This is an optimization exercise on Yosys and OpenROAD, whose aim is small area, not a production implementation.
In this exercise RTL edits were held to simulation tests only and were not proved equivalent to the original.
The flow treats the clock pin as an ideal source, which a real chip does not have.

==> run a <==
==> flow/design.v <==
package segPkg;
  localparam int NUM_LAYERS = 4;
  localparam int PIX_W = 8;
  typedef logic [PIX_W-1:0] pixel_t;
  typedef logic [PIX_W-1:0] weight_t;
  typedef logic [NUM_LAYERS*PIX_W-1:0] layerVec_t;
  typedef logic [NUM_LAYERS-1:0] layerMask_t;
  localparam weight_t WEIGHT_MAX = 8'd255;
endpackage
`timescale 1ns/1ps
module bgLayerMatch (
  input  segPkg::pixel_t    cur_i,
  input  segPkg::pixel_t    th_i,
  input  segPkg::layerVec_t layer_i,
  output logic [3:0]        match_o
);
  function automatic logic lt8(input logic [7:0] x, input logic [7:0] y);
    logic c;
    c = 1'b0;
    for (int k = 0; k < 8; k++) begin
      c = (~x[k] & y[k]) | (~x[k] & c) | (y[k] & c);
    end
    lt8 = c;
  endfunction
  logic [8:0] hi;    
  logic [8:0] lo;    
  always_comb begin
    logic c;
    c = 1'b0;
    for (int k = 0; k < 8; k++) begin
      hi[k] = cur_i[k] ^ th_i[k] ^ c;
      c     = (cur_i[k] & th_i[k]) | (cur_i[k] & c) | (th_i[k] & c);
    end
    hi[8] = c;
    c = 1'b1;
    for (int k = 0; k < 8; k++) begin
      lo[k] = cur_i[k] ^ ~th_i[k] ^ c;
      c     = (cur_i[k] & ~th_i[k]) | (cur_i[k] & c) | (~th_i[k] & c);
    end
    lo[8] = ~c;
  end
  always_comb begin
    for (int i = 0; i < 4; i++) begin
      match_o[i] = (hi[8] | lt8(layer_i[i*8 +: 8], hi[7:0])) &
                   (lo[8] | lt8(lo[7:0], layer_i[i*8 +: 8]));
    end
  end
endmodule
`timescale 1ns/1ps
module fgDecide (
  input  logic [3:0]        matched_i,
  input  segPkg::layerVec_t bgLayerW_i,
  input  segPkg::weight_t   bgTh_i,
  output logic              mask_o,
  output logic [3:0]        winner_o,
  output logic              noMatch_o
);
  function automatic logic lt8(input logic [7:0] x, input logic [7:0] y);
    logic c;
    c = 1'b0;
    for (int k = 0; k < 8; k++) begin
      c = (~x[k] & y[k]) | (~x[k] & c) | (y[k] & c);
    end
    lt8 = c;
  endfunction
  logic [3:0] strongMatch;
  always_comb begin
    for (int i = 0; i < 4; i++) begin
      strongMatch[i] = matched_i[i] & lt8(bgTh_i, bgLayerW_i[i*8 +: 8]);
    end
  end
  assign mask_o = ~(|strongMatch);
  assign winner_o[3] = matched_i[3];
  assign winner_o[2] = matched_i[2] & ~matched_i[3];
  assign winner_o[1] = matched_i[1] & ~(|matched_i[3:2]);
  assign winner_o[0] = matched_i[0] & ~(|matched_i[3:1]);
  assign noMatch_o   = ~(|matched_i);
endmodule
`timescale 1ns/1ps
module bgColorUpdate (
  input  logic              update_i,
  input  logic [3:0]        winner_i,
  input  logic              noMatch_i,
  input  segPkg::pixel_t    cur_i,
  input  segPkg::layerVec_t layer_i,
  output segPkg::layerVec_t layer_o
);
  function automatic logic lt8(input logic [7:0] x, input logic [7:0] y);
    logic c;
    c = 1'b0;
    for (int k = 0; k < 8; k++) begin
      c = (~x[k] & y[k]) | (~x[k] & c) | (y[k] & c);
    end
    lt8 = c;
  endfunction
  segPkg::pixel_t bw;     
  segPkg::pixel_t nw;     
  logic           up, dn;
  always_comb begin
    bw = '0;
    for (int i = 0; i < 4; i++) begin
      bw = bw | (layer_i[i*8 +: 8] & {8{winner_i[i]}});
    end
  end
  assign up = lt8(bw, cur_i);
  assign dn = lt8(cur_i, bw);
  always_comb begin
    logic p;
    p = up | dn;
    for (int k = 0; k < 8; k++) begin
      nw[k] = bw[k] ^ p;
      p     = p & (bw[k] ^ dn);
    end
  end
  always_comb begin
    for (int i = 0; i < 4; i++) begin
      layer_o[i*8 +: 8] = (update_i & winner_i[i]) ? nw : layer_i[i*8 +: 8];
    end
    if (update_i & noMatch_i) layer_o[7:0] = cur_i;
  end
endmodule
`timescale 1ns/1ps
module bgWeightUpdate (
  input  logic              update_i,
  input  logic [3:0]        winner_i,
  input  logic              noMatch_i,
  input  segPkg::weight_t   buildStep_i,
  input  segPkg::layerVec_t weight_i,
  output segPkg::layerVec_t weight_o
);
  segPkg::weight_t ww;     
  segPkg::weight_t wNew;   
  segPkg::layerVec_t dec;  
  always_comb begin
    ww = '0;
    for (int i = 0; i < 4; i++) begin
      ww = ww | (weight_i[i*8 +: 8] & {8{winner_i[i]}});
    end
  end
  always_comb begin
    logic [8:0] s;
    logic c;
    c = 1'b0;
    for (int k = 0; k < 8; k++) begin
      s[k] = ww[k] ^ buildStep_i[k] ^ c;
      c    = (ww[k] & buildStep_i[k]) | (ww[k] & c) | (buildStep_i[k] & c);
    end
    s[8] = c;
    wNew = (s[8] | (&s[7:0])) ? ww : s[7:0];
  end
  always_comb begin
    for (int i = 0; i < 4; i++) begin
      logic [7:0] w;
      logic z;
      w = weight_i[i*8 +: 8];
      z = 1'b1;
      for (int k = 0; k < 8; k++) begin
        dec[i*8 + k] = w[k] ^ (z & (|w));
        z = z & ~w[k];
      end
    end
  end
  always_comb begin
    for (int i = 0; i < 4; i++) begin
      if (!update_i) begin
        weight_o[i*8 +: 8] = weight_i[i*8 +: 8];
      end else if (winner_i[i]) begin
        weight_o[i*8 +: 8] = wNew;
      end else begin
        weight_o[i*8 +: 8] = dec[i*8 +: 8];
      end
    end
    if (update_i & noMatch_i) weight_o[7:0] = '0;
  end
endmodule
`timescale 1ns/1ps
module segOutReg (
  input  logic      clk_i,
  input  logic      arstN_i,
  input  logic      mask_i,
  input  segPkg::layerVec_t updY_i,
  input  segPkg::layerVec_t updU_i,
  input  segPkg::layerVec_t updV_i,
  input  segPkg::layerVec_t updW_i,
  output segPkg::layerVec_t newLayerY_o,
  output segPkg::layerVec_t newLayerU_o,
  output segPkg::layerVec_t newLayerV_o,
  output segPkg::layerVec_t newLayerW_o,
  output logic      mask_o
);
  always_ff @(posedge clk_i or negedge arstN_i) begin
    if (!arstN_i) begin
      newLayerY_o <= '0;
      newLayerU_o <= '0;
      newLayerV_o <= '0;
      newLayerW_o <= '0;
      mask_o      <= 1'b0;
    end else begin
      newLayerY_o <= updY_i;
      newLayerU_o <= updU_i;
      newLayerV_o <= updV_i;
      newLayerW_o <= updW_i;
      mask_o      <= mask_i;
    end
  end
endmodule
`timescale 1ns/1ps
module segCore (
  input  logic      clk_i,
  input  logic      arstN_i,
  input  segPkg::pixel_t    bdThY_i,
  input  segPkg::pixel_t    bdThU_i,
  input  segPkg::pixel_t    bdThV_i,
  input  segPkg::weight_t   bgTh_i,
  input  logic      update_i,
  input  segPkg::weight_t   buildStep_i,
  input  segPkg::pixel_t    curY_i,
  input  segPkg::pixel_t    curU_i,
  input  segPkg::pixel_t    curV_i,
  input  segPkg::layerVec_t bgLayerY_i,
  input  segPkg::layerVec_t bgLayerU_i,
  input  segPkg::layerVec_t bgLayerV_i,
  input  segPkg::layerVec_t bgLayerW_i,
  output segPkg::layerVec_t newLayerY_o,
  output segPkg::layerVec_t newLayerU_o,
  output segPkg::layerVec_t newLayerV_o,
  output segPkg::layerVec_t newLayerW_o,
  output logic      mask_o
);
  logic [3:0] mY, mU, mV, matched;
  logic [3:0] winner;
  logic       noMatch;
  logic       maskComb;
  segPkg::layerVec_t updY, updU, updV, updW;
  bgLayerMatch i_mY (.cur_i(curY_i), .th_i(bdThY_i), .layer_i(bgLayerY_i), .match_o(mY));
  bgLayerMatch i_mU (.cur_i(curU_i), .th_i(bdThU_i), .layer_i(bgLayerU_i), .match_o(mU));
  bgLayerMatch i_mV (.cur_i(curV_i), .th_i(bdThV_i), .layer_i(bgLayerV_i), .match_o(mV));
  assign matched = mY & mU & mV;
  fgDecide i_decide (
    .matched_i  (matched),
    .bgLayerW_i (bgLayerW_i),
    .bgTh_i     (bgTh_i),
    .mask_o     (maskComb),
    .winner_o   (winner),
    .noMatch_o  (noMatch)
  );
  bgColorUpdate i_updY (.update_i(update_i), .winner_i(winner), .noMatch_i(noMatch),
                        .cur_i(curY_i), .layer_i(bgLayerY_i), .layer_o(updY));
  bgColorUpdate i_updU (.update_i(update_i), .winner_i(winner), .noMatch_i(noMatch),
                        .cur_i(curU_i), .layer_i(bgLayerU_i), .layer_o(updU));
  bgColorUpdate i_updV (.update_i(update_i), .winner_i(winner), .noMatch_i(noMatch),
                        .cur_i(curV_i), .layer_i(bgLayerV_i), .layer_o(updV));
  bgWeightUpdate i_updW (
    .update_i    (update_i),
    .winner_i    (winner),
    .noMatch_i   (noMatch),
    .buildStep_i (buildStep_i),
    .weight_i    (bgLayerW_i),
    .weight_o    (updW)
  );
  segOutReg i_outReg (
    .clk_i       (clk_i),
    .arstN_i     (arstN_i),
    .mask_i      (maskComb),
    .updY_i      (updY),
    .updU_i      (updU),
    .updV_i      (updV),
    .updW_i      (updW),
    .newLayerY_o (newLayerY_o),
    .newLayerU_o (newLayerU_o),
    .newLayerV_o (newLayerV_o),
    .newLayerW_o (newLayerW_o),
    .mask_o      (mask_o)
  );
endmodule
==> flow/flow/run.sh <==
#!/bin/bash
# Layout flow: the standard ORFS flow with
#  - synthesis: the standard script, without the full-adder extraction and
#    with an area-oriented ABC script (registers untouched),
#  - port buffers of the smallest buffer cell,
#  - a clock tree of small clock buffers, without dummy loads.
set -euo pipefail
export MY_WORK=$PWD
export MY_ABC_SCRIPT=$PWD/flow/abc.script
bash standard.sh SYNTH_SCRIPT=$PWD/flow/my_synth.tcl ADDER_MAP_FILE= synth > synth.log 2>&1
bash standard.sh \
  "BUFFER_PORTS_ARGS=-buffer_cell sky130_fd_sc_hd__buf_1" \
  "CTS_ARGS=-sink_clustering_enable -repair_clock_nets -dont_use_dummy_load -buf_list sky130_fd_sc_hd__clkbuf_8" \
  finish > layout.log 2>&1
==> flow/flow/abc.script <==
strash
balance
rewrite
refactor
balance
rewrite
rewrite -z
balance
refactor -z
rewrite -z
balance
dch
amap
==> flow/flow/my_synth.tcl <==
# The standard synthesis (synth_recipe.tcl), with only the combinational
# mapping script given to ABC replaced by flow/abc.script.
proc abc {args} {
  set i [lsearch -exact $args -script]
  if {$i >= 0} {
    lset args [expr {$i + 1}] $::env(MY_ABC_SCRIPT)
  }
  yosys abc {*}$args
}
source $::env(MY_WORK)/synth_recipe.tcl
==> flow/standard.sh <==
#!/bin/bash
# synth_recipe.tcl (not shown) runs the flow's synth.tcl, then flattens the netlist and writes it again
# the make line also repeats each setting of config.mk as NAME=value (left out here)
make -C /OpenROAD-flow-scripts/flow DESIGN_CONFIG=/design/flow/config.mk WORK_HOME=/design/flow/orfs CLKGATE_MAP_FILE= SYNTH_SCRIPT=/design/flow/synth_recipe.tcl "${@:-finish}"
==> flow/config.mk <==
export PLATFORM = sky130hd
export DESIGN_NAME = segCore
export DESIGN_NICKNAME = segCore
export VERILOG_FILES = /design/flow/design.v
export SDC_FILE = /design/flow/constraint.sdc
export NUM_CORES = 4
export LEC_CHECK = 0
export ABC_AREA = 1
export CAP_MARGIN = 20
export CORE_MARGIN = 2
export CORE_UTILIZATION = 40
export SLEW_MARGIN = 20
==> flow/constraint.sdc <==
create_clock -name core_clock -period 10.0 [get_ports {clk_i}]
set_input_delay 2.0000 -clock core_clock [delete_from_list [all_inputs] [get_ports {clk_i}]]
set_output_delay 2.0000 -clock core_clock [all_outputs]
set_load 0.01 [all_outputs]
==> run b (differences from run a) <==
==> flow/design.v, changed modules only <==
module bgWeightUpdate (
  input  logic              update_i,
  input  logic [3:0]        winner_i,
  input  logic              noMatch_i,
  input  segPkg::weight_t   buildStep_i,
  input  segPkg::layerVec_t weight_i,
  output segPkg::layerVec_t weight_o
);
  logic [7:0] ww, dW;
  always_comb begin
    ww = '0;
    for (int i = 0; i < 4; i++) ww = ww | (weight_i[i*8 +: 8] & {8{winner_i[i]}});
  end
  always_comb begin
    logic c, g;
    c = 1'b0; g = 1'b1;
    for (int k = 0; k < 8; k++) begin
      dW[k] = buildStep_i[k] ^ c;
      c = (ww[k] & buildStep_i[k]) | (ww[k] & c) | (buildStep_i[k] & c);
      g = (ww[k] & buildStep_i[k]) | (ww[k] & g) | (buildStep_i[k] & g);
    end
    dW = dW & {8{~g}};
  end
  always_comb begin
    for (int i = 0; i < 4; i++) begin
      logic [7:0] w; logic z, a, b;
      w = weight_i[i*8 +: 8];
      a = update_i & ~winner_i[i] & (|w);
      b = update_i & winner_i[i];
      z = 1'b1;
      for (int k = 0; k < 8; k++) begin
        weight_o[i*8 + k] = w[k] ^ ((a & z) | (b & dW[k]));
        z = z & ~w[k];
      end
    end
    if (update_i & noMatch_i) weight_o[7:0] = '0;
  end
endmodule
==> flow/flow/run.sh (replaced) <==
#!/bin/bash
# Layout flow: the standard ORFS flow with
#  - synthesis: the standard script, without the full-adder extraction and
#    with an area-oriented ABC script (registers untouched),
#  - port buffers of the smallest buffer cell,
#  - a clock tree of small clock buffers, without dummy loads,
#  - the largest buffers kept out of the layout's repairs.
set -euo pipefail
export MY_WORK=$PWD
export MY_ABC_SCRIPT=$PWD/flow/abc.script
bash standard.sh SYNTH_SCRIPT=$PWD/flow/my_synth.tcl ADDER_MAP_FILE= synth > synth.log 2>&1
DU="sky130_fd_sc_hd__probe_p_8 sky130_fd_sc_hd__probec_p_8 sky130_fd_sc_hd__lpflow_bleeder_1 sky130_fd_sc_hd__lpflow_clkbufkapwr_1 sky130_fd_sc_hd__lpflow_clkbufkapwr_16 sky130_fd_sc_hd__lpflow_clkbufkapwr_2 sky130_fd_sc_hd__lpflow_clkbufkapwr_4 sky130_fd_sc_hd__lpflow_clkbufkapwr_8 sky130_fd_sc_hd__lpflow_clkinvkapwr_1 sky130_fd_sc_hd__lpflow_clkinvkapwr_16 sky130_fd_sc_hd__lpflow_clkinvkapwr_2 sky130_fd_sc_hd__lpflow_clkinvkapwr_4 sky130_fd_sc_hd__lpflow_clkinvkapwr_8 sky130_fd_sc_hd__lpflow_decapkapwr_12 sky130_fd_sc_hd__lpflow_decapkapwr_3 sky130_fd_sc_hd__lpflow_decapkapwr_4 sky130_fd_sc_hd__lpflow_decapkapwr_6 sky130_fd_sc_hd__lpflow_decapkapwr_8 sky130_fd_sc_hd__lpflow_inputiso0n_1 sky130_fd_sc_hd__lpflow_inputiso0p_1 sky130_fd_sc_hd__lpflow_inputiso1n_1 sky130_fd_sc_hd__lpflow_inputiso1p_1 sky130_fd_sc_hd__lpflow_inputisolatch_1 sky130_fd_sc_hd__lpflow_isobufsrc_1 sky130_fd_sc_hd__lpflow_isobufsrc_16 sky130_fd_sc_hd__lpflow_isobufsrc_2 sky130_fd_sc_hd__lpflow_isobufsrc_4 sky130_fd_sc_hd__lpflow_isobufsrc_8 sky130_fd_sc_hd__lpflow_isobufsrckapwr_16 sky130_fd_sc_hd__lpflow_lsbuf_lh_hl_isowell_tap_1 sky130_fd_sc_hd__lpflow_lsbuf_lh_hl_isowell_tap_2 sky130_fd_sc_hd__lpflow_lsbuf_lh_hl_isowell_tap_4 sky130_fd_sc_hd__lpflow_lsbuf_lh_isowell_4 sky130_fd_sc_hd__lpflow_lsbuf_lh_isowell_tap_1 sky130_fd_sc_hd__lpflow_lsbuf_lh_isowell_tap_2 sky130_fd_sc_hd__lpflow_lsbuf_lh_isowell_tap_4"
DU="$DU $(cat flow/dont_use.txt)"
bash standard.sh \
  "DONT_USE_CELLS=$DU" \
  "BUFFER_PORTS_ARGS=-buffer_cell sky130_fd_sc_hd__buf_1" \
  "POST_CTS_TCL=$PWD/flow/post_cts.tcl" \
  "CTS_ARGS=$(cat flow/cts_args.txt)" \
  finish > layout.log 2>&1
==> flow/flow/abc.script (replaced) <==
strash
&get -n
&deepsyn -T 30
&nf -R 1000
&put
==> flow/flow/cts_args.txt (new file) <==
-sink_clustering_enable -repair_clock_nets -dont_use_dummy_load -buf_list sky130_fd_sc_hd__clkbuf_4 -root_buf sky130_fd_sc_hd__clkbuf_8 -sink_buffer_max_cap_derate 0.6
==> flow/flow/dont_use.txt (new file) <==
sky130_fd_sc_hd__buf_8 sky130_fd_sc_hd__buf_12 sky130_fd_sc_hd__buf_16 sky130_fd_sc_hd__clkbuf_16
==> flow/flow/post_cts.tcl (new file) <==
estimate_parasitics -placement
set upsized 0
foreach buf [get_cells clkbuf*] {
  if {[get_property $buf ref_name] != "sky130_fd_sc_hd__clkbuf_4"} { continue }
  set out [get_pins -of_objects $buf -filter "direction==output"]
  set worst 0
  foreach pin [get_pins -of_objects [get_nets -of_objects $out] -filter "direction==input"] {
    foreach prop {slew_max_rise slew_max_fall} {
      set s [get_property $pin $prop]
      if {$s > $worst} { set worst $s }
    }
  }
  if {$worst > 0.100} {
    puts "post_cts: [get_full_name $buf] sink slew $worst, now clkbuf_8"
    replace_cell $buf sky130_fd_sc_hd__clkbuf_8
    incr upsized
  }
}
puts "post_cts: upsized $upsized clock buffers"
if {$upsized > 0} {
  detailed_placement
  check_placement -verbose
}
--- a/flow/config.mk
+++ b/flow/config.mk
@@ -8,5 +8,7 @@
 export ABC_AREA = 1
 export CAP_MARGIN = 20
 export CORE_MARGIN = 2
-export CORE_UTILIZATION = 40
+export CORE_UTILIZATION = 60
+export GPL_TIMING_DRIVEN = 0
+export PLACE_DENSITY = 0.75
 export SLEW_MARGIN = 20
==> run c (differences from run a) <==
==> flow/design.v, changed modules only <==
module bgWeightUpdate (
  input  logic              update_i,
  input  logic [3:0]        winner_i,
  input  logic              noMatch_i,
  input  segPkg::weight_t   buildStep_i,
  input  segPkg::layerVec_t weight_i,
  output segPkg::layerVec_t weight_o
);
  logic [7:0] ww, dW;
  always_comb begin
    ww = '0;
    for (int i = 0; i < 4; i++) ww = ww | (weight_i[i*8 +: 8] & {8{winner_i[i]}});
  end
  always_comb begin
    logic c, g;
    c = 1'b0; g = 1'b1;
    for (int k = 0; k < 8; k++) begin
      dW[k] = buildStep_i[k] ^ c;
      c = (ww[k] & buildStep_i[k]) | (ww[k] & c) | (buildStep_i[k] & c);
      g = (ww[k] & buildStep_i[k]) | (ww[k] & g) | (buildStep_i[k] & g);
    end
    dW = dW & {8{~g}};
  end
  always_comb begin
    for (int i = 0; i < 4; i++) begin
      logic [7:0] w; logic z, a, b;
      w = weight_i[i*8 +: 8];
      a = update_i & ~winner_i[i] & (|w);
      b = update_i & winner_i[i];
      z = 1'b1;
      for (int k = 0; k < 8; k++) begin
        weight_o[i*8 + k] = w[k] ^ ((a & z) | (b & dW[k]));
        z = z & ~w[k];
      end
    end
    if (update_i & noMatch_i) weight_o[7:0] = '0;
  end
endmodule
--- a/flow/config.mk
+++ b/flow/config.mk
@@ -6,7 +6,9 @@
 export NUM_CORES = 4
 export LEC_CHECK = 0
 export ABC_AREA = 1
-export CAP_MARGIN = 20
+export CAP_MARGIN = 0
 export CORE_MARGIN = 2
-export CORE_UTILIZATION = 40
-export SLEW_MARGIN = 20
+export CORE_UTILIZATION = 65
+export GPL_TIMING_DRIVEN = 0
+export PLACE_DENSITY = 0.75
+export SLEW_MARGIN = 0
==> results.toml <==
[sta]
fmax_mhz = 104
fin_crit_ns = 9.59
maxSlewViolCount = 1

[layout]
fillers = 1194
inv_count = 272

[die]
taps = 216
die_h_um = 131
initial_core_util = 0.660
rows = 46

[grt]
use_met3 = 0.156
grt_pass1_vias = 12700

[power]
internal_power_uw = 1200
power.switching_uw = 1150

[worst_setup_path]
critPathArrivalTime_ns = 9.91
cp_slowest_cell = "clkinvlp_4"

[placement]
dp.final_hpwl_um = 30900

[job]
cap_violations = 3

[synth]
muxShareOfSynthArea = 0

[outcome]
status = "failed layout checks"
so_faults = "max-capacitance violations, max-slew violations"

[detailed_routing]
dr_total_vias = 14400
(the above is from run c)
==> results.toml <==
[die]
die_h_um = 132
initial_core_util = 0.617
taps = 216
rows = 46

[sta]
maxSlewViolCount = 0
fmax_mhz = 106
fin_crit_ns = 9.47

[worst_setup_path]
critPathArrivalTime_ns = 9.83
cp_slowest_cell = "a2111oi_2"

[outcome]
status = "finished clean"

[synth]
ys_warn_count = 5
muxShareOfSynthArea = 0.00723

[job]
cap_violations = 0

[grt]
use_met3 = 0.0946
grt_pass1_vias = 10800

[placement]
dp.final_hpwl_um = 26900

[detailed_routing]
dr_total_vias = 11500

[power]
power.switching_uw = 1110
(the above is from run b)
==> results.toml <==
[outcome]
status = "finished clean"

[worst_setup_path]
cp_slowest_cell = "a21oi_1"
critPathArrivalTime_ns = 9.52

[detailed_routing]
ant_nets = 0
dr_total_vias = 13900

[sta]
maxSlewViolCount = 0
fin_crit_ns = 9.21
hold_viol = 0
fmax_mhz = 109

[job]
cap_violations = 0

[synth]
muxShareOfSynthArea = 0
syn_avg_cell_area_sq_um = 6.72
syn-cell-area_sq_um = 10700

[power]
power.switching_uw = 1260
internal_power_uw = 1260

[die]
rows = 59
initial_core_util = 0.410

[layout]
inv_count = 279
fillers = 2832

[placement]
dp.final_hpwl_um = 35900

[grt]
grt_pass1_vias = 12900
(the above is from run a)

what the ideal ports hide:
The results above use ideal ports. As a check the final layouts listed here were re-extracted and re-timed, cells and wires unchanged. Step 1 assumes that a clkbuf_16 drives the clock port and a buf_2 every other input. Step 2 adds t to the input delays and takes it off the output delays; t is the mean of the earliest and latest rising clock arrival at the registers after step 1. Input paths then give back, and output paths get back, about the clock's delay inside the block. a / b / c = ideal / step 1 / step 2; a / b = the first two.
| run | shift t [ns] | setup WS [ns] | worst setup path after step 2 | clock arrival spread, ns | worst data-port slew with drivers (ns) |
|---|---|---|---|---|---|
| run a | 0.492 | 0.787 / 0.813 / 0.321 | input to register | 0.035 / 0.035 | 0.08 |
| run b | 0.485 | 0.534 / 0.547 / 0.062 | input to register | 0.038 / 0.037 | 0.08 |
| run c | 0.499 | 0.408 / 0.424 / -0.076 | input to register | 0.022 / 0.023 | 0.13 |
The setup slack of run c, which loses most, moves by +0.016 ns with the drivers and by -0.484 ns with both steps.
